From an optimization exercise on the open Yosys and OpenROAD flow, aimed at small area and few clock cycles per item; shortcuts taken in it are not production practice. Where RTL was checked, it was by simulation tests only, not by an equivalence proof against the original. The RTL of runs 2 and 3 was laid out without a check of its function. Power figures rest on the tool's default switching activity, not on a simulated workload.

==> design/flow/design.v <==
package grr_pkg;
    localparam int CFG_W = 5;
    localparam int DATA_W = 32;
    typedef struct packed {
        logic bank;    
        logic rev;     
        logic fin;     
    } grp_flags_t;
endpackage
module group_reversal_reorder #(
    parameter int MAX_GROUP = 16
) (
    input  logic                       clk,
    input  logic                       rst_n,
    input  logic                       cfg_we,
    input  logic [grr_pkg::CFG_W-1:0]  cfg_wdata,
    input  logic                       in_valid,
    output logic                       in_stall,
    input  logic signed [31:0]         value,
    input  logic                       last,
    output logic                       out_valid,
    input  logic                       out_stall,
    output logic signed [31:0]         value_res,
    output logic                       run_last,
    output logic                       stream_end
);
    localparam int AW = $clog2(MAX_GROUP);
    localparam int CW = $clog2(MAX_GROUP + 1);
    localparam int CMPW = (CW > grr_pkg::CFG_W) ? CW : grr_pkg::CFG_W;
    logic [grr_pkg::DATA_W-1:0] mem [MAX_GROUP];
    logic [grr_pkg::CFG_W-1:0]  size_reg;
    logic [AW-1:0]  wptr_reg;
    logic           wdir_reg;       
    logic [AW-1:0]  wcnt_reg;       
    logic           cvalid_reg;
    logic [AW-1:0]  rptr_reg;
    logic           rdir_reg;
    logic [CW-1:0]  rcnt_reg;       
    logic           rfin_reg;
    logic           nvalid_reg;
    logic [AW-1:0]  nstart_reg;
    logic           ndir_reg;
    logic [CW-1:0]  ncnt_reg;
    logic           nfin_reg;
    logic           take;
    logic           rdone;
    logic           accept;
    logic           size_hit;
    logic           close;
    logic [AW-1:0]  cdist;
    logic [AW-1:0]  ndist;
    logic           cbusy;
    logic           nbusy;
    logic           q_block;
    logic [AW-1:0]  wnext;
    logic [AW-1:0]  d_start;
    logic           d_dir;
    logic [CW-1:0]  d_cnt;
    assign take  = cvalid_reg && !out_stall;
    assign rdone = take && (rcnt_reg == CW'(1));
    assign size_hit = (CMPW'({1'b0, wcnt_reg} + CW'(1)) >= CMPW'(size_reg))
                   || (wcnt_reg == AW'(MAX_GROUP - 1));
    assign close    = size_hit || last;
    assign cdist = rdir_reg ? (rptr_reg - wptr_reg) : (wptr_reg - rptr_reg);
    assign ndist = ndir_reg ? (nstart_reg - wptr_reg) : (wptr_reg - nstart_reg);
    assign cbusy = cvalid_reg && (CW'(cdist) < rcnt_reg) && !(take && (cdist == '0));
    assign nbusy = nvalid_reg && (CW'(ndist) < ncnt_reg);
    assign q_block  = close && nvalid_reg && !rdone;
    assign in_stall = cbusy || nbusy || q_block;
    assign accept   = in_valid && !in_stall;
    assign wnext = wdir_reg ? (wptr_reg - AW'(1)) : (wptr_reg + AW'(1));
    assign d_start = size_hit ? wptr_reg
                   : (wdir_reg ? (wptr_reg + wcnt_reg) : (wptr_reg - wcnt_reg));
    assign d_dir   = size_hit ? !wdir_reg : wdir_reg;
    assign d_cnt   = CW'(wcnt_reg) + CW'(1);
    always_ff @(posedge clk or negedge rst_n)
    begin
        if (!rst_n)
        begin
            size_reg   <= 5'd1;
            wptr_reg   <= '0;
            wdir_reg   <= 1'b0;
            wcnt_reg   <= '0;
            cvalid_reg <= 1'b0;
            nvalid_reg <= 1'b0;
        end
        else
        begin
            if (cfg_we)
            begin
                size_reg <= cfg_wdata;
            end
            if (!cvalid_reg || rdone)
            begin
                cvalid_reg <= nvalid_reg || (accept && close);
            end
            if (accept && close && (nvalid_reg || (cvalid_reg && !rdone)))
            begin
                nvalid_reg <= 1'b1;
            end
            else if (!cvalid_reg || rdone)
            begin
                nvalid_reg <= 1'b0;
            end
            if (accept)
            begin
                if (close)
                begin
                    wcnt_reg <= '0;
                    if (size_hit)
                    begin
                        wdir_reg <= !wdir_reg;
                    end
                    else
                    begin
                        wptr_reg <= wnext;
                    end
                end
                else
                begin
                    wcnt_reg <= wcnt_reg + AW'(1);
                    wptr_reg <= wnext;
                end
            end
        end
    end
    always_ff @(posedge clk)
    begin
        if (!cvalid_reg || rdone)
        begin
            if (nvalid_reg)
            begin
                rptr_reg <= nstart_reg;
                rdir_reg <= ndir_reg;
                rcnt_reg <= ncnt_reg;
                rfin_reg <= nfin_reg;
            end
            else
            begin
                rptr_reg <= d_start;
                rdir_reg <= d_dir;
                rcnt_reg <= d_cnt;
                rfin_reg <= last;
            end
        end
        else if (take)
        begin
            rptr_reg <= rdir_reg ? (rptr_reg - AW'(1)) : (rptr_reg + AW'(1));
            rcnt_reg <= rcnt_reg - CW'(1);
        end
        if (accept && close)
        begin
            nstart_reg <= d_start;
            ndir_reg   <= d_dir;
            ncnt_reg   <= d_cnt;
            nfin_reg   <= last;
        end
    end
    always_ff @(posedge clk)
    begin
        if (accept)
        begin
            mem[wptr_reg] <= value;
        end
    end
    always_comb
    begin
        value_res = '0;
        for (int i = 0; i < MAX_GROUP; i++)
        begin
            value_res = value_res | (mem[i] & {grr_pkg::DATA_W{rptr_reg == AW'(i)}});
        end
    end
    assign out_valid  = cvalid_reg;
    assign run_last   = (rcnt_reg == CW'(1));
    assign stream_end = (rcnt_reg == CW'(1)) && rfin_reg;
endmodule
==> design/flow/flow/run.sh <==
#!/bin/bash
# Layout flow: the standard ORFS flow (standard.sh, unchanged synthesis), with two
# changes passed as ORFS variables:
#  - port buffers use the smallest buffer cell (every input and output still gets one);
#  - clock tree synthesis uses large clock buffers over large sink clusters and no dummy loads.
# make's full output goes to flow_make.log; each ORFS step keeps its own log under orfs/logs/.
set -euo pipefail
export BUFFER_PORTS_ARGS="-buffer_cell sky130_fd_sc_hd__buf_1"
export CTS_ARGS="-sink_clustering_enable -repair_clock_nets -dont_use_dummy_load -buf_list sky130_fd_sc_hd__clkbuf_16 -sink_clustering_size 30 -sink_clustering_max_diameter 60"
bash standard.sh finish > flow_make.log 2>&1
==> design/flow/standard.sh <==
#!/bin/bash
# synth_recipe.tcl (not shown) runs the flow's synth.tcl, then flattens the netlist and writes it again
# the make line also repeats each setting of config.mk as NAME=value (left out here)
make -C /OpenROAD-flow-scripts/flow DESIGN_CONFIG=/design/flow/config.mk WORK_HOME=/design/flow/orfs CLKGATE_MAP_FILE= SYNTH_SCRIPT=/design/flow/synth_recipe.tcl "${@:-finish}"
==> design/flow/config.mk <==
export PLATFORM = sky130hd
export DESIGN_NAME = group_reversal_reorder
export DESIGN_NICKNAME = group_reversal_reorder
export VERILOG_FILES = /design/flow/design.v
export SDC_FILE = /design/flow/constraint.sdc
export NUM_CORES = 4
export LEC_CHECK = 0
export CAP_MARGIN = 0
export CORE_MARGIN = 2
export CORE_UTILIZATION = 70
export PLACE_DENSITY = 0.8
export SLEW_MARGIN = 0
==> design/flow/constraint.sdc <==
create_clock -name core_clock -period 5.0 [get_ports {clk}]
set_input_delay 1.0000 -clock core_clock [delete_from_list [all_inputs] [get_ports {clk}]]
set_output_delay 1.0000 -clock core_clock [all_outputs]
set_load 0.01 [all_outputs]
==> metrics.yaml, run 1 <==
crit_fanout: 23
r2r_start: "rptr_reg[1]$_DFFE_PP_"
nets: 1520
grt_pass1_vias: 13200
coreArea_um2: 30600
synth_area_leader_cell: "edfxtp_1"
io_pins: 79
clock_latency_ns: 0.55
wirelength_um: 55400
drcViolationCount: 0
synth_seq_area_share: 0.757
place_congestion: 0.889
clk_pin_slew_ns: 0.05
largest_reg_flops: 512
htreeDepth: 2
skew_ns: 0.0644
period_share: 0.977
grt_max_degree: 59
cts_buffers: 35
io_buffers: 78
critPathKind: "reg2out"
syn2layout_area_growth_pct: 9.50
largest_register: "mem"
power.density_nw_per_um2: 497
post-dp-hpwl_um: 33300
synth.distinct_cells: 62
crit_start: "rptr_reg[1]$_DFFE_PP_"
drive_above_1_share: 0.0992
ys_dominant_reg_cell: "edfxtp_1"
die_y_um: 180
fillers: 1705
fin_tns_setup_ns: 0
endpoint_kind: "output pin"
p_leak_nw: 7.81
reg2reg_slack_ns: 0.63
yosys-top-cells-area: "edfxtp_1 74%, a22oi_1 3.4%, ha_1 2.1%, dfrtp_1 1.7%, mux2i_1 1.7%"
worst_slew_pin_slew_ns: 1.32
clock_sinks: 550
async_reset_ff_frac: 0.0291
antenna_left: 0
rr_worst_depth: 14
relSlewSlack: 0.121
synth_edf_count: 534
cts_hold_buffers: 0
grt_use_total: 0.343
status: "complete, no violations"
finalHoldViolCount: 0
hold_slack_ns: 0.542
die_area_um2: 32400
period_minus_slack_ns: 4.88
die_w_um: 180
worstPathArrival_ns: 3.88
slew_viol_final: 0
synthTopCellsByCount: "534 x edfxtp_1, 97 x a22oi_1, 73 x nand2_1"
clockRootBuffer: "clkbuf_16"
finalSetupViolCount: 0
vias_per_cell: 7.26
antenna_found_initial: 0
cts_resized: 0
fmax_ghz: 0.205
synth.most_common_cell: "edfxtp_1"
cts_buffer_depth: 3
hp-start: "size_reg[1]$_DFFE_PN0P_"
hp-class: "reg2reg"
cts_tree: "done"
start_util: 0.709
ys_warn_count: 1
n_antenna_cell: 0
grt_pass1_wl_um: 81900
first_pass_iters: 6
syn_inst: 1329
placementRows: 64
cap_viol_max_count: 0
synth.cell_area_um2: 21700
synth_seq_cells: 550
syn_nets: 1415
cp.required_ns: 4.00
drt_iter0_drc: 2406
worst_r2r_endpoint: "mem[13][13]$_DFFE_PP_"
synth_top_area_frac: 0.739
post_drt_wl_per_cell_um: 30.3
grt-ovfl-total: 0
post-cts-setup-buffers: 0
vias: 13300
rsz0062_at_grt: "false"
crit_end: "value_res[12]"
setup.worst_path.start_class: "flip-flop"
syn_area_per_cell_um2: 16.3
vdd_drop_max_v: 0.000324
-- logic make-up after synthesis --
family | count (synthesis) | synth area share
xor gates and xnor gates | 24 | 0.00969
DFF | 550 | 0.757
AOI/OAI and AO/OA | 331 | 0.113
and+or+nand+nor | 216 | 0.0488
adders and majority gates | 43 | 0.0269
muxes | 50 | 0.0240
buffers and inverters | 115 | 0.0206
-- final cells by class --
type	instances	area, um^2	area share
inverters	36	135	0.00569
clock buffers	35	876	0.0369
multi-input cells	664	4930	0.208
flip-flops and latches	550	16400	0.692
well taps	396	495	0.0209
repair buffers	147	886	0.0373
-- power by group --
group	internal (mW)	switching, mW	leakage (nW)
registers	5.28	0.131	5.00
clock network	1.25	1.36	0.431
logic	1.32	2.47	2.38
-- how the worst min path moves through the flow --
| stage | endpoint | slack [ns] | cells past startpoint |
|---|---|---|---|
| floorplan | rfin_reg$_DFFE_PN_ | 0.50 | 2 |
| global placement | size_reg[4]$_DFFE_PN0P_ | 0.52 | 2 |
| detailed placement | size_reg[1]$_DFFE_PN0P_ | 0.54 | 2 |
| CTS | size_reg[1]$_DFFE_PN0P_ | 0.55 | 2 |
| global route | size_reg[3]$_DFFE_PN0P_ | 0.57 | 2 |
| finish | size_reg[1]$_DFFE_PN0P_ | 0.54 | 2 |
-- per-stage QoR --
| stage | worst slack [ns] | power (mW) | area [um^2] | util | std cells |
|---|---|---|---|---|---|
| 4_1_cts | 0.264 | 11.7 | 23800 | 0.777 | 1828 |
| 5_1_grt | 0.0732 | 12.2 | 23800 | 0.777 | 1828 |
| 2_1_floorplan | -0.714 | 7.81 | 21700 | - | 1329 |
| 6_report | 0.117 | 11.8 | 23800 | 0.777 | 1828 |
| 3_3_place_gp | 0.857 | 9.10 | 22900 | 0.748 | 1793 |
| 3_5_place_dp | 0.726 | 9.20 | 22900 | 0.748 | 1793 |
-- per-layer routing --
layer	share of wire	GRT usage	routed length [um]
met1	0.35	0.472	19100
met2	0.48	0.551	26600
met3	0.13	0.0637	7280
met4	0.043	0.144	2410
met5	0	0	0
-- placed cells by master (no fill, tap or decap), types with 9 or more instances in the layout --
cell       instances
buf_4             63
and3_1            14
a22o_1            31
o21ai_0           42
clkbuf_16         35
nand2_1           73
edfxtp_1         534
a211oi_1           9
xnor2_1           14
dfrtp_1           15
a221oi_1          22
xor2_1            10
inv_1             33
a221o_1           10
nor2_4            12
nor2_1            30
a222oi_1          28
nand3_1           27
o21ai_1           23
a21oi_1           33
mux2i_1           36
nand4_1           26
ha_1              36
buf_1             78
a22oi_1           97
mux2_2            11
-- worst max-delay path, stage by stage, from the launching register on --
cell and delay [ns]:
edfxtp_1 0.49, ha_1 1.09, and3_1 0.69, buf_4 0.39, a22oi_1 0.17, nand3_1 0.13
a21oi_1 0.07, nand4_1 0.15, buf_1 0.16
Testbench counts, summed over its fixed seeds: cycles 49,763, words 41,157.
==> run 2: changes to the inputs <==
--- a/design/flow/design.v
+++ b/design/flow/design.v
@@ -26,9 +26,9 @@
 );
     localparam int AW = $clog2(MAX_GROUP);
     localparam int CW = $clog2(MAX_GROUP + 1);
-    localparam int CMPW = (CW > grr_pkg::CFG_W) ? CW : grr_pkg::CFG_W;
     logic [grr_pkg::DATA_W-1:0] mem [MAX_GROUP];
-    logic [grr_pkg::CFG_W-1:0]  size_reg;
+    logic [AW-1:0]              szm1_reg;
+    logic [AW-1:0]              szm1_new;
     logic [AW-1:0]  wptr_reg;
     logic           wdir_reg;       
     logic [AW-1:0]  wcnt_reg;       
@@ -58,8 +58,10 @@
     logic [CW-1:0]  d_cnt;
     assign take  = cvalid_reg && !out_stall;
     assign rdone = take && (rcnt_reg == CW'(1));
-    assign size_hit = (CMPW'({1'b0, wcnt_reg} + CW'(1)) >= CMPW'(size_reg))
-                   || (wcnt_reg == AW'(MAX_GROUP - 1));
+    assign szm1_new = (cfg_wdata == '0) ? '0
+                    : (cfg_wdata > grr_pkg::CFG_W'(MAX_GROUP)) ? AW'(MAX_GROUP - 1)
+                    : AW'(cfg_wdata - grr_pkg::CFG_W'(1));
+    assign size_hit = (wcnt_reg >= szm1_reg);
     assign close    = size_hit || last;
     assign cdist = rdir_reg ? (rptr_reg - wptr_reg) : (wptr_reg - rptr_reg);
     assign ndist = ndir_reg ? (nstart_reg - wptr_reg) : (wptr_reg - nstart_reg);
@@ -77,7 +79,7 @@
     begin
         if (!rst_n)
         begin
-            size_reg   <= 5'd1;
+            szm1_reg   <= '0;
             wptr_reg   <= '0;
             wdir_reg   <= 1'b0;
             wcnt_reg   <= '0;
@@ -88,7 +90,7 @@
         begin
             if (cfg_we)
             begin
-                size_reg <= cfg_wdata;
+                szm1_reg <= szm1_new;
             end
             if (!cvalid_reg || rdone)
             begin
@@ -107,7 +109,7 @@
                 if (close)
                 begin
                     wcnt_reg <= '0;
-                    if (size_hit)
+                    if (size_hit && (szm1_reg >= AW'(MAX_GROUP / 2)))
                     begin
                         wdir_reg <= !wdir_reg;
                     end
--- a/design/flow/config.mk
+++ b/design/flow/config.mk
@@ -9,4 +9,5 @@
 export CORE_MARGIN = 2
 export CORE_UTILIZATION = 70
 export PLACE_DENSITY = 0.8
+export SETUP_SLACK_MARGIN = 0.1
 export SLEW_MARGIN = 0
==> metrics.yaml, run 2 <==
status: "complete, no violations"
async_reset_ff_frac: 0.0273
internal_power_mw: 7.58
place_congestion: 0.865
placementRows: 64
stdcell_count: 1797
p_leak_nw: 7.77
switching_share: 0.321
period_share: 0.942
pwr-share-seq: 0.483
drt_iter0_drc: 2095
coreArea_um2: 30500
crit_start: "wptr_reg[0]$_DFFE_PN0P_"
synth_edf_count: 534
synth.cell_area_um2: 21600
io_pins: 79
gr-usage-met3: 0.0620
first_pass_iters: 6
clock_sinks: 549
power.density_nw_per_um2: 470
fmax_ghz: 0.212
rsz0062_at_grt: "false"
r2r_start: "wptr_reg[0]$_DFFE_PN0P_"
synth_top_area_frac: 0.743
grt_use_total: 0.341
grt_max_degree: 55
io_buffers: 78
post_drt_wl_per_cell_um: 30.5
grt_busiest_layer: "met2"
clockRootBuffer: "clkbuf_16"
worstPathArrival_ns: 3.71
period_minus_slack_ns: 4.71
synth_area_leader_cell: "edfxtp_1"
final_cell_mix: "534 x edfxtp_1, 78 x a22oi_1, 78 x buf_1"
start_util: 0.707
cap_viol_max_count: 0
synthTopCellsByCount: "534 x edfxtp_1, 78 x a22oi_1, 59 x clkbuf_1"
nets: 1489
synth.distinct_cells: 57
ys_dominant_reg_cell: "edfxtp_1"
htreeDepth: 2
cp.required_ns: 4.00
dp_cells: 1758
cts_buffer_depth: 3
worst_slew_pin_slew_ns: 1.03
ys_warn_count: 1
hp-start: "szm1_reg[0]$_DFFE_PN0P_"
final_common_cell: "edfxtp_1"
die_w_um: 180
post-dp-hpwl_um: 32900
antenna_left: 0
wirelength_um: 54900
largest_reg_flops: 512
syn2layout_area_growth_pct: 9.93
vias: 13100
vdd_drop_max_v: 0.000369
die_area_um2: 32200
yosys-top-cells-area: "edfxtp_1 74%, a22oi_1 2.7%, ha_1 2.1%, dfrtp_1 1.7%, a221oi_1 1.7%"
slew_viol_final: 0
die_y_um: 180
crit_fanout: 14
p_switching_mw: 3.58
cts_hold_buffers: 0
clk_pin_slew_ns: 0.09
syn_nets: 1373
clock_latency_ns: 0.54
critPathKind: "reg2out"
cts_buffers: 34
vias_per_cell: 7.27
drive_above_1_share: 0.111
cts_tree: "done"
synth.most_common_cell: "edfxtp_1"
relSlewSlack: 0.314
synth_seq_area_share: 0.761
met1_usage: 0.485
finalSetupViolCount: 0
antenna_found_initial: 0
skew_ns: 0.0748
hp-class: "reg2reg"
endpoint_kind: "output pin"
syn_area_per_cell_um2: 16.8
syn_inst: 1287
grt_pass1_wl_um: 81100
grt_pass1_vias: 12800
n_antenna_cell: 0
grtUsageMet2: 0.545
finalHoldViolCount: 0
comb_power_share: 0.288
power_mw: 11.2
grt-ovfl-total: 0
power_frac_clock: 0.229
drcViolationCount: 0
synth_seq_cells: 549
setup.worst_path.start_class: "flip-flop"
run 2: changes by cell type in the layout (fill, tap and decap cells not counted), moves of 10 or more:
cell      previous run  this run
nand2_1             73        46
o21ai_1             23         1
a221oi_1            22        42
a22oi_1             97        78
mux2_2              11        23
nor4_4               0        10
run 2: power groups by stage:
stage                     clock, mW  combinational [mW]  sequential, mW
after floorplan                   0                1.92            5.45
after global placement            0                2.98            5.48
after detailed placement          0                3.07            5.49
after CTS                      2.55                3.10            5.39
after global routing           2.71                3.43            5.40
final                          2.56                3.21            5.38
run 2: cell type report:
class,instances,area [um^2]
clock buffer,34,851
inverter,39,153
sequential,549,16400
tap,396,495
multi-input combinational,633,4970
fill,1665,6790
timing repair buffer,146,841
run 2: per-layer routing:
layer  share of wire  up-vias
met3            0.12      152
li1                -     5415
met2            0.48     1015
met4           0.035        0
met5               0        -
met1            0.36     6476
run 2: worst max-delay path, stage by stage, from the launching register on:
cell       delay (ns)
dfrtp_1          0.36
buf_4            0.30
ha_1             0.20
inv_1            0.06
fa_1             0.43
mux2_2           0.27
ha_1             0.27
nand2_1          0.05
a21oi_1          0.12
a2111oi_0        0.08
o41a_1           0.42
a21oi_4          0.27
inv_4            0.17
buf_1            0.18
run 2: repair_timing:
item	CTS	global route
gates cloned	0	0
hold endpoints to repair	0	0
setup buffers	0	5
setup endpoints to repair	1	1
resized for setup	1	3
pin swaps	0	0
run 2: final timing paths:
path	cells past startpoint	end	slack [ns]
max in group asynchronous	1	wptr_reg[1]$_DFFE_PN0P_	3.70
max	13	in_stall	0.29
max reg2reg	15	mem[8][28]$_DFFE_PP_	0.59
min	1	szm1_reg[0]$_DFFE_PN0P_	0.52
min reg2reg	1	szm1_reg[0]$_DFFE_PN0P_	0.52
min in group asynchronous	1	wptr_reg[0]$_DFFE_PN0P_	0.62
run 2: cell families (layout without fill, tap and decap cells):
kind of cell	count (synthesis)	count (layout)	share of synthesized area
AOI/OAI and AO/OA	319	319	0.112
adders and majority gates	45	45	0.0280
xor gates and xnor gates	24	24	0.00974
buffers and inverters	105	219	0.0183
DFF	549	549	0.761
and+or+nand+nor	186	186	0.0431
muxes	59	59	0.0287
run 2: through the flow:
stage / hold slack (ns) / cell area [um^2] / worst slack [ns] / TNS, ns / utilization
after floorplan: 0.487 / 21600 / -0.447 / -135.72 / -
after global placement: 0.506 / 22800 / 0.589 / 0 / 0.748
after detailed placement: 0.505 / 22800 / 0.355 / 0 / 0.748
after CTS: 0.522 / 23700 / 0.201 / 0 / 0.776
after global routing: 0.530 / 23700 / 0.132 / 0 / 0.777
final: 0.517 / 23700 / 0.290 / 0 / 0.777
==> run 3: changes to the inputs <==
--- a/design/flow/flow/run.sh
+++ b/design/flow/flow/run.sh
@@ -6,5 +6,5 @@
 # make's full output goes to flow_make.log; each ORFS step keeps its own log under orfs/logs/.
 set -euo pipefail
 export BUFFER_PORTS_ARGS="-buffer_cell sky130_fd_sc_hd__buf_1"
-export CTS_ARGS="-sink_clustering_enable -repair_clock_nets -dont_use_dummy_load -buf_list sky130_fd_sc_hd__clkbuf_16 -sink_clustering_size 30 -sink_clustering_max_diameter 60"
+export CTS_ARGS="-sink_clustering_enable -repair_clock_nets -dont_use_dummy_load -buf_list sky130_fd_sc_hd__clkbuf_8 -sink_clustering_size 16 -sink_clustering_max_diameter 50"
 bash standard.sh finish > flow_make.log 2>&1
==> metrics.yaml, run 3 <==
clk_pin_slew_ns: 0.09
synth.most_common_cell: "edfxtp_1"
start_util: 0.707
internal_power_mw: 7.16
cap_viol_max_count: 0
crit_start: "wptr_reg[0]$_DFFE_PN0P_"
vias_per_cell: 7.22
n_antenna_cell: 0
place_area_um2: 22800
endpoint_kind: "output pin"
syn2layout_area_growth_pct: 8.84
fin_tns_setup_ns: 0
status: "complete, no violations"
first_pass_iters: 6
cts_tree: "done"
drt_iter0_drc: 2096
ys_dominant_reg_cell: "edfxtp_1"
antenna_found_initial: 0
nets: 1500
synth_area_leader_cell: "edfxtp_1"
io_buffers: 78
whs_path_depth: 1
htreeDepth: 2
crit_end: "in_stall"
cts_buffer_depth: 3
final_common_cell: "edfxtp_1"
post-dp-hpwl_um: 32900
post_drt_wl_per_cell_um: 29.8
vias: 13000
vdd_drop_max_v: 0.000303
syn_area_per_cell_um2: 16.8
coreArea_um2: 30500
largest_reg_flops: 512
die_w_um: 180
synthTopCellsByCount: "534 x edfxtp_1, 78 x a22oi_1, 59 x clkbuf_1"
grt_pass1_vias: 12900
synth_seq_area_share: 0.761
die_area_um2: 32200
final_cell_mix: "534 x edfxtp_1, 78 x a22oi_1, 78 x buf_1"
worst_slew_pin_slew_ns: 0.974
worstPathArrival_ns: 3.71
critPathKind: "reg2out"
hp-class: "reg2reg"
yosys-top-cells-area: "edfxtp_1 74%, a22oi_1 2.7%, ha_1 2.1%, dfrtp_1 1.7%, a221oi_1 1.7%"
synth_edf_count: 534
p_leak_nw: 7.67
relSlewSlack: 0.350
cts_buffers: 44
period_share: 0.942
switching_share: 0.329
power_frac_clock: 0.197
worst_r2r_endpoint: "mem[8][19]$_DFFE_PP_"
p_switching_mw: 3.51
synth.cell_area_um2: 21600
comb_power_share: 0.299
ys_warn_count: 1
clockRootBuffer: "clkbuf_8"
synth.distinct_cells: 57
die_y_um: 180
final_util: 0.770
syn_nets: 1373
grt_use_total: 0.334
antenna_left: 0
synth_top_area_frac: 0.743
async_reset_ff_frac: 0.0273
drcViolationCount: 0
drive_above_1_share: 0.118
fin_area_um2: 23500
fmax_ghz: 0.212
syn_inst: 1287
power_mw: 10.7
clock_sinks: 549
placementRows: 64
place_congestion: 0.865
finalSetupViolCount: 0
grt-ovfl-total: 0
cp.required_ns: 4.00
skew_ns: 0.0663
rsz0062_at_grt: "false"
pwr-share-seq: 0.504
io_pins: 79
finalHoldViolCount: 0
r2r_start: "wptr_reg[0]$_DFFE_PN0P_"
clock_latency_ns: 0.60
synth_seq_cells: 549
crit_fanout: 14
reg2reg_slack_ns: 0.71
power.density_nw_per_um2: 455
period_minus_slack_ns: 4.71
wirelength_um: 53900
grt_max_degree: 55
setup.worst_path.start_class: "flip-flop"
rr_worst_depth: 15
slew_viol_final: 0
grt_pass1_wl_um: 79700
-- run 3: cell counts after synthesis --
Identical to the previous run, type by type.
-- run 3: worst min-delay path by stage --
stage / startpoint / to / slack (ns)
final: szm1_reg[0]$_DFFE_PN0P_ / szm1_reg[0]$_DFFE_PN0P_ / 0.51
after global routing: szm1_reg[0]$_DFFE_PN0P_ / szm1_reg[0]$_DFFE_PN0P_ / 0.53
after CTS: szm1_reg[0]$_DFFE_PN0P_ / szm1_reg[0]$_DFFE_PN0P_ / 0.52
after detailed placement: szm1_reg[0]$_DFFE_PN0P_ / szm1_reg[0]$_DFFE_PN0P_ / 0.50
after global placement: szm1_reg[0]$_DFFE_PN0P_ / szm1_reg[0]$_DFFE_PN0P_ / 0.51
after floorplan: szm1_reg[0]$_DFFE_PN0P_ / szm1_reg[0]$_DFFE_PN0P_ / 0.49
-- run 3: kinds of logic after synthesis --
| logic type | share of synthesized area |
|---|---|
| compound gates | 0.112 |
| buf+inv | 0.0183 |
| flops | 0.761 |
| fa+ha+maj | 0.0280 |
| mux | 0.0287 |
| simple gates | 0.0431 |
| xor+xnor | 0.00974 |
-- run 3: worst max-delay path, cell delays in order (launching register included) --
cell       delay, ns
dfrtp_1         0.36
buf_4           0.30
ha_1            0.20
inv_1           0.06
fa_1            0.42
mux2_2          0.28
ha_1            0.27
nand2_1         0.07
a21oi_1         0.04
a2111oi_0       0.43
o41a_1          0.26
a21oi_4         0.06
inv_6           0.18
buf_1           0.20
-- run 3: layer usage --
layer / global-route usage / routed length [um]
met1: 0.482 / 20000
met2: 0.531 / 25600
met3: 0.0567 / 6470
met4: 0.115 / 1870
met5: 0 / 0
-- run 3: power groups by stage --
stage	registers, mW	logic, mW	clock network [mW]
3_5_place_dp	5.49	3.07	0
6_report	5.38	3.20	2.10
5_1_grt	5.40	3.42	2.26
3_3_place_gp	5.48	2.98	0
2_1_floorplan	5.45	1.92	0
4_1_cts	5.39	3.08	2.10
-- run 3: stage by stage --
step           hold WS (ns)  setup WS [ns]  std cells
2_1_floorplan         0.487         -0.447       1287
3_3_place_gp          0.506          0.589       1758
3_5_place_dp          0.505          0.355       1758
4_1_cts               0.520          0.131       1802
5_1_grt               0.528          0.159       1808
6_report              0.514          0.292       1808
-- run 3: area by class of cell --
class / instances / area, um^2
flip-flops and latches: 549 / 16400
fillers: 1729 / 7030
multi-input cells: 633 / 4970
repair buffers: 147 / 848
clock buffers: 44 / 606
well taps: 396 / 495
inverters: 39 / 155
-- run 3: repair_timing --
item / 4_1_cts / 5_1_grt
pin swaps: 0 / 0
gates resized for setup: 1 / 4
setup buffers: 0 / 6
hold buffers: 0 / 0
setup endpoints to repair: 1 / 1
==> run 4: changes to the inputs <==
--- a/design/flow/design.v
+++ b/design/flow/design.v
@@ -26,9 +26,9 @@
 );
     localparam int AW = $clog2(MAX_GROUP);
     localparam int CW = $clog2(MAX_GROUP + 1);
+    localparam int CMPW = (CW > grr_pkg::CFG_W) ? CW : grr_pkg::CFG_W;
     logic [grr_pkg::DATA_W-1:0] mem [MAX_GROUP];
-    logic [AW-1:0]              szm1_reg;
-    logic [AW-1:0]              szm1_new;
+    logic [grr_pkg::CFG_W-1:0]  size_reg;
     logic [AW-1:0]  wptr_reg;
     logic           wdir_reg;       
     logic [AW-1:0]  wcnt_reg;       
@@ -58,10 +58,8 @@
     logic [CW-1:0]  d_cnt;
     assign take  = cvalid_reg && !out_stall;
     assign rdone = take && (rcnt_reg == CW'(1));
-    assign szm1_new = (cfg_wdata == '0) ? '0
-                    : (cfg_wdata > grr_pkg::CFG_W'(MAX_GROUP)) ? AW'(MAX_GROUP - 1)
-                    : AW'(cfg_wdata - grr_pkg::CFG_W'(1));
-    assign size_hit = (wcnt_reg >= szm1_reg);
+    assign size_hit = (CMPW'({1'b0, wcnt_reg} + CW'(1)) >= CMPW'(size_reg))
+                   || (wcnt_reg == AW'(MAX_GROUP - 1));
     assign close    = size_hit || last;
     assign cdist = rdir_reg ? (rptr_reg - wptr_reg) : (wptr_reg - rptr_reg);
     assign ndist = ndir_reg ? (nstart_reg - wptr_reg) : (wptr_reg - nstart_reg);
@@ -79,7 +77,7 @@
     begin
         if (!rst_n)
         begin
-            szm1_reg   <= '0;
+            size_reg   <= 5'd1;
             wptr_reg   <= '0;
             wdir_reg   <= 1'b0;
             wcnt_reg   <= '0;
@@ -90,7 +88,7 @@
         begin
             if (cfg_we)
             begin
-                szm1_reg <= szm1_new;
+                size_reg <= cfg_wdata;
             end
             if (!cvalid_reg || rdone)
             begin
@@ -109,7 +107,7 @@
                 if (close)
                 begin
                     wcnt_reg <= '0;
-                    if (size_hit && (szm1_reg >= AW'(MAX_GROUP / 2)))
+                    if (size_hit)
                     begin
                         wdir_reg <= !wdir_reg;
                     end
==> design/flow/run.sh (new file) <==
#!/bin/bash
# synth_recipe.tcl (not shown) runs the flow's synth.tcl, then flattens the netlist and writes it again
# the make line also repeats each setting of config.mk as NAME=value (left out here)
make -C /OpenROAD-flow-scripts/flow DESIGN_CONFIG=/design/flow/config.mk WORK_HOME=/design/flow/orfs CLKGATE_MAP_FILE= SYNTH_SCRIPT=/design/flow/synth_recipe.tcl finish
==> design/flow/config.mk (replaced) <==
export PLATFORM = sky130hd
export DESIGN_NAME = group_reversal_reorder
export DESIGN_NICKNAME = group_reversal_reorder
export VERILOG_FILES = /design/flow/design.v
export SDC_FILE = /design/flow/constraint.sdc
export NUM_CORES = 4
export LEC_CHECK = 0
export CAP_MARGIN = 20
export CORE_MARGIN = 2
export CORE_UTILIZATION = 45
export CTS_BUF_LIST = sky130_fd_sc_hd__clkbuf_8
export CTS_CLUSTER_DIAMETER = 60
export CTS_CLUSTER_SIZE = 20
export PLACE_DENSITY = 0.6
export SLEW_MARGIN = 20
removed: design/flow/flow/run.sh
removed: design/flow/standard.sh
==> metrics.yaml, run 4 <==
status: "complete, no violations"
synth_seq_area_share: 0.757
rr_worst_depth: 14
drt_iter0_drc: 1515
post_drt_wl_per_cell_um: 27.7
synth_seq_cells: 550
relSlewSlack: 0.276
vdd_drop_max_v: 0.000224
nets: 1536
met1_length_um: 24400
p_leak_nw: 8.05
clock_sinks: 550
drive_above_1_share: 0.122
grt_max_degree: 46
synth.cell_area_um2: 21700
multiInputGateArea_um2: 4930
vias: 12700
synth.distinct_cells: 62
synth_top_family_by_area: "compound AO/OA/AOI/OAI gates"
syn_inst: 1329
reg2reg_slack_ns: 0.80
synth_edf_count: 534
yosys-top-cells-area: "edfxtp_1 74%, a22oi_1 3.4%, ha_1 2.1%, dfrtp_1 1.7%, mux2i_1 1.7%"
drcViolationCount: 0
synth_adder_area_share: 0.0269
clk_pin_slew_ns: 0.11
whs_path_depth: 2
power.density_nw_per_um2: 486
worst_slew_pin_slew_ns: 1.08
met2_wirelength_um: 27700
largest_reg_flops: 512
endpoint_kind: "output pin"
worstPathArrival_ns: 3.83
grt-ovfl-total: 0
finalSetupViolCount: 0
final-seq-area_um2: 16400
grt_pass1_vias: 12800
synth.most_common_cell: "edfxtp_1"
die_y_um: 224
pre_cts_ws_ns: 0.524
synthTopCellsByCount: "534 x edfxtp_1, 97 x a22oi_1, 73 x nand2_1"
fillers: 3918
rsz0062_at_grt: "false"
cts_buffer_depth: 3
place_congestion: 0.796
htreeDepth: 2
final_common_cell: "edfxtp_1"
crit_start: "rptr_reg[1]$_DFFE_PP_"
first_pass_iters: 7
largest_register: "mem"
fmax_ghz: 0.207
finalHoldViolCount: 0
start_util: 0.455
cts_tree: "done"
synth_top_area_frac: 0.739
hp-start: "nfin_reg$_DFFE_PP_"
synth_xor_area_frac: 0.00969
ys_warn_count: 1
syn_area_per_cell_um2: 16.3
coreArea_um2: 47600
worst_r2r_endpoint: "mem[11][9]$_DFFE_PP_"
io_buffers: 78
clockRootBuffer: "clkbuf_8"
syn_nets: 1415
grt_pass1_wl_um: 85000
wirelength_um: 57800
hold_slack_ns: 0.554
placementRows: 80
crit_fanout: 26
vias_per_cell: 6.07
setup.worst_path.start_class: "flip-flop"
critPathKind: "reg2out"
cts_hold_buffers: 0
die_area_um2: 50000
skew_ns: 0.0402
hold_path_end: "rfin_reg$_DFFE_PN_"
synthMuxAreaShare: 0.0240
grt_use_total: 0.234
synth-compound-area-share: 0.113
io_pins: 79
cp.required_ns: 4.00
yosys.area_share.simple: 0.0488
syn2layout_area_growth_pct: 13.3
async_reset_ff_frac: 0.0291
final_cell_mix: "534 x edfxtp_1, 97 x a22oi_1, 77 x clkdlybuf4s50_1"
ys_dominant_reg_cell: "edfxtp_1"
antenna_found_initial: 2
synth_area_leader_cell: "edfxtp_1"
clock_latency_ns: 0.64
hp-class: "reg2reg"
slew_viol_final: 0
finalWorstSetupSlack_ns: 0.170
r2r_start: "wptr_reg[0]$_DFFE_PN0P_"
cts_buffers: 38
period_minus_slack_ns: 4.83
wl_met3_um: 4160
die_w_um: 224
period_share: 0.966
cap_viol_max_count: 0
post-dp-hpwl_um: 34500
antenna_left: 0
top_layer: "met4"
## run 4: cell types whose count changed after synthesis, moves of 7 or more
| cell | change |
|---|---|
| mux2_2 | -12 |
| nand2_1 | +27 |
| o22ai_1 | -7 |
| nor4_1 | -11 |
| clkbuf_1 | +10 |
| a22oi_1 | +19 |
| o21ai_1 | +23 |
| a221oi_1 | -20 |
## run 4: cells by family after synthesis
family	count (synthesis)
AOI/OAI and AO/OA	331
xor gates and xnor gates	24
adders and majority gates	43
buffers and inverters	115
DFF	550
muxes	50
and+or+nand+nor	216
## run 4: area by class of cell
cell class,instances,share of cell area
inverters,36,0.00560
well taps,615,0.0313
flip-flops and latches,550,0.669
multi-input cells,664,0.201
clock buffers,39,0.0218
diodes,1,0.000102
clock inverters,21,0.00814
repair buffers,160,0.0635
## run 4: power breakdown
| group | switching (mW) | total, mW | internal, mW | leakage [nW] |
|---|---|---|---|---|
| logic | 2.46 | 4.19 | 1.73 | 2.67 |
| registers | 0.134 | 5.41 | 5.28 | 5.00 |
| clock network | 1.47 | 2.34 | 0.868 | 0.382 |
| total | 4.07 | 11.9 | 7.88 | 8.05 |
## run 4: through the flow
| step | area (um^2) | TNS [ns] | total power, mW | util | cells |
|---|---|---|---|---|---|
| final | 24600 | 0 | 11.9 | 0.516 | 2086 |
| after global routing | 24600 | 0 | 12.5 | 0.516 | 2086 |
| after CTS | 24500 | 0 | 12.0 | 0.514 | 2075 |
| after detailed placement | 23800 | 0 | 9.66 | 0.499 | 2015 |
| after global placement | 23800 | 0 | 9.63 | 0.499 | 2015 |
| after floorplan | 21700 | -45.40 | 7.81 | - | 1329 |
## run 4: worst max-delay path by stage
stage	to	cells after the start
finish	value_res[15]	8
global route	value_res[2]	9
CTS	in_stall	13
detailed placement	in_stall	13
global placement	in_stall	13
floorplan	mem[8][0]$_DFFE_PP_	16
## run 4: worst max-delay path, stage by stage (launching register included)
cell	delay [ns]
edfxtp_1	0.45
inv_1	0.22
ha_1	0.22
buf_4	0.39
nor2b_1	0.77
a32oi_1	0.12
o221a_1	0.31
nand4_1	0.14
clkdlybuf4s50_1	0.57
## run 4: timing repair
item,4_1_cts,5_1_grt
endpoints found under the setup margin,1,2
pin swaps,0,0
buffers inserted,0,10
resized for setup,2,3
## run 4: per-layer routing
metal,vias up,GRT usage
met5,-,0
met1,6480,0.324
met2,526,0.386
li1,5570,-
met3,90,0.0340
met4,0,0.0697
Testbench counts of run 4, summed over its fixed seeds: cycles 49,763, words 41,157.

## static timing again, ports no longer ideal
The flow's constraints put no driver on any port. The routed layouts listed below were extracted and timed again, unchanged, in two steps.
Step 1, drivers: a clkbuf_16 drives clk and a buf_2 each remaining input, both assumed.
Step 2 times the ports against the registers' clock, not the clock port: input delays grow and output delays shrink by t, the midpoint of the rising clock arrivals with the driver on.
a / b / c = ideal ports / drivers / drivers and shift; a / b = the first two.
run | shift t [ns] | setup WS [ns] | worst setup path at the end | slew at the worst register clock pin (ns)
run 1 | 0.569 | 0.117 / 0.065 / 0.634 | register to register | 0.10 / 0.10
run 2 | 0.558 | 0.290 / 0.235 / 0.586 | register to register | 0.10 / 0.10
run 3 | 0.618 | 0.292 / 0.243 / 0.707 | register to register | 0.10 / 0.10
run 4 | 0.673 | 0.170 / 0.117 / 0.790 | register to output | 0.12 / 0.12
After both steps every run listed still meets setup and hold.
